Source: an optimization exercise on an open RTL-to-GDS flow (aim: small area and a short achievable clock period). Production flows keep margins and buffers that such runs may drop.
In this exercise RTL edits were held to simulation tests only and were not proved equivalent to the original.
Power figures rest on the tool's default switching activity, not on a simulated workload.

== JK ==
Design usb_eps_arb, start of the top module:
module usb_eps_arb #(
    parameter int unsigned AW = usb_eps_pkg::EPS_AW,
    parameter int unsigned DW = usb_eps_pkg::EPS_DW
) (
    input  logic          clk,
    input  logic          rst,
    input  logic          eps_read_0,
    input  logic          eps_write_0,
    input  logic          eps_zero_0,
    input  logic [AW-1:0] eps_addr_0,
    input  logic [DW-1:0] eps_wrdata_0,
    output logic [DW-1:0] eps_rddata_3,
    input  logic          host_req,
    input  logic          host_we,
    input  logic [AW-1:0] host_addr,
    input  logic [DW-1:0] host_wdata,
    output logic [DW-1:0] host_rdata,
    output logic          host_ack,
    output logic          host_busy
);
Size in the first run: ~4600 flip-flops, roughly 89 I/O pins.
clock: 4.5 ns
lec_check: 0
cap_margin: 20
core_margin: 2
core_utilization: 60
cts_cluster_diameter: 100
cts_cluster_size: 30
setup_slack_margin: 2.3
slew_margin: 20
synth_hierarchical: 1
run.sh (not shown) runs the stock make flow with config.mk's settings and CLKGATE_MAP_FILE= SYNTH_SCRIPT=/design/flow/synth_recipe.tcl, a recipe that flattens the netlist after the stock synthesis.
No stage failed in JK, and the final checks on the layout all came back clean.
diff inputs: JK => MS
-- flow/design.v --
<<< JK, line 19
) (
    input  logic                 clk_i,
    input  logic [1:0][2**(AW/2)-1:0] whi_ni,  
    input  logic [1:0][2**(AW/2)-1:0] wlo_ni,  
    input  logic [2**AW-1:0]     rsel_i,      
    input  logic [DW-1:0]        wdata_i,
>>> MS, line 19
) (
    input  logic                 clk_i,
    input  logic [2**(AW/2)-1:0] whi_ni,      
    input  logic [2**(AW/2)-1:0] wlo_ni,      
    input  logic [2**AW-1:0]     rsel_i,      
    input  logic [DW-1:0]        wdata_i,
<<< JK, line 35
    logic [NP-1:0][DW-1:0] part_nd, part_nq;
    for (genvar w = 0; w < NW; w++) begin : g_word
        usb_eps_wl u_wsel (
            .a_ni (whi_ni[(w % NH) / (NH/2)][w / NH]),
            .b_ni (wlo_ni[(w / NH) / (NH/2)][w % NH]),
            .y_o  (wsel[w])
        );
        for (genvar b = 0; b < DW; b++) begin : g_bit
            always_ff @(posedge clk_i) begin
>>> MS, line 35
    logic [NP-1:0][DW-1:0] part_nd, part_nq;
    for (genvar w = 0; w < NW; w++) begin : g_word
        usb_eps_wl u_wsel (.a_ni(whi_ni[w / NH]), .b_ni(wlo_ni[w % NH]), .y_o(wsel[w]));
        for (genvar b = 0; b < DW; b++) begin : g_bit
            always_ff @(posedge clk_i) begin
<<< JK, line 73
        part_nq <= part_nd;
    end
    localparam int unsigned NR = (NP + 3) / 4;
    for (genvar b = 0; b < DW; b++) begin : g_out
        logic [NR-1:0] half;
        for (genvar r = 0; r < NR; r++) begin : g_nand
            localparam int unsigned K = (NP - r*4 < 4) ? NP - r*4 : 4;
            logic [K-1:0] pin;
            for (genvar k = 0; k < K; k++) begin : g_in
                assign pin[k] = part_nq[r*4 + k][b];
            end
            usb_eps_nand #(.K(K)) u_nand (.a_i(pin), .y_o(half[r]));
        end
        usb_eps_or #(.K(NR)) u_or (.a_i(half), .y_o(rdata_o[b]));
    end
endmodule
>>> MS, line 69
        part_nq <= part_nd;
    end
    always_comb begin
        rdata_o = '0;
        for (int p = 0; p < NP; p++) begin
            rdata_o = rdata_o | ~part_nq[p];
        end
    end
endmodule
<<< JK, line 118
);
    assign y_o = ~|a_i;
endmodule
module usb_eps_or #(
    parameter int unsigned K = 2
) (
    input  logic [K-1:0] a_i,
    output logic         y_o
);
    assign y_o = |a_i;
endmodule
import usb_eps_pkg::*;
>>> MS, line 107
);
    assign y_o = ~|a_i;
endmodule
import usb_eps_pkg::*;
<<< JK, line 187
    assign w_lo    = r_lo | {NH{init_busy}};
    assign wdata_m = eng_cmd ? (eps_zero_0 ? '0 : eps_wrdata_0) : host_wdata;
    logic [1:0][NH-1:0] whi_nq, wlo_nq;
    logic [2**AW-1:0]   rsel_q;
    logic [DW-1:0]      wdata_q;
    logic               e_rd_q, h_rd_q, h1_q;
    always_ff @(posedge clk) begin
        whi_nq[0] <= ~(w_hi & {NH{|w_lo[NH/2-1:0]}});
        whi_nq[1] <= ~(w_hi & {NH{|w_lo[NH-1:NH/2]}});
        wlo_nq[0] <= ~(w_lo & {NH{|w_hi[NH/2-1:0]}});
        wlo_nq[1] <= ~(w_lo & {NH{|w_hi[NH-1:NH/2]}});
        for (int w = 0; w < 2**AW; w++) begin
            rsel_q[w] <= r_hi[w / NH] & r_lo[w % NH];
>>> MS, line 168
    assign w_lo    = r_lo | {NH{init_busy}};
    assign wdata_m = eng_cmd ? (eps_zero_0 ? '0 : eps_wrdata_0) : host_wdata;
    logic [NH-1:0]      whi_nq, wlo_nq;
    logic [2**AW-1:0]   rsel_q;
    logic [DW-1:0]      wdata_q;
    logic               e_rd_q, h_rd_q, h1_q;
    always_ff @(posedge clk) begin
        whi_nq  <= ~w_hi;
        wlo_nq  <= ~w_lo;
        for (int w = 0; w < 2**AW; w++) begin
            rsel_q[w] <= r_hi[w / NH] & r_lo[w % NH];
==> notes.md <==
Diff JK -> MS: post-CTS setup buffer count down 7; share of total power in combinational logic +0.2 points; routing usage on met3 shows a reduction of 0.96 points; standard-cell row count picked up an extra 1.
Total power per unit cell area on MS is down relative to JK.
Total routed wirelength of MS falls short of that of JK by a few percent.
On fraction of the mapped netlist area in simple logic gates: MS sits above JK.
Largest incremental delay on the critical path (lower): MS
Clock power: MS vs JK — no meaningful difference
Going from JK to MS, the flip-flop and latch count was found to have gone down by 32.
Compared with JK, MS shows synthesized area per cell higher by 1.0%.
The estimated power of MS ends up lower than the estimate for JK.
Per the comparison of MS with JK, area after synthesis increased by about 0.38% relative to the old numbers, area of all placed cells without fillers held steady.

## static timing again, ports no longer ideal
In the flow no input, the clock included, has a driving cell. The finished layouts below were timed again as built, in two steps.
Step 1, drivers: a clkbuf_16 drives clk and a buf_2 each remaining input, both assumed.
Step 2 adds t to the input delays and takes it off the output delays; t is the mean of the earliest and latest rising clock arrival at the registers after step 1. Input paths then give back, and output paths get back, about the clock's delay inside the block.
Slacks: ideal ports / drivers / drivers and shift; pairs: ideal ports / drivers.
run | t, ns | slack for setup (ns) | worst setup path at the end | worst data-port slew with drivers (ns) | pins driven straight from the clock port
JK | 0.958 | 2.170 / 2.170 / 1.335 | input to register | 0.22 | 1
MS | 0.982 | 2.204 / 2.145 / 1.267 | input to register | 0.16 | 1
After both steps every run listed still meets setup and hold. For MS, which loses most, drivers alone change the setup slack by -0.059 ns; drivers and shift together by -0.937 ns.
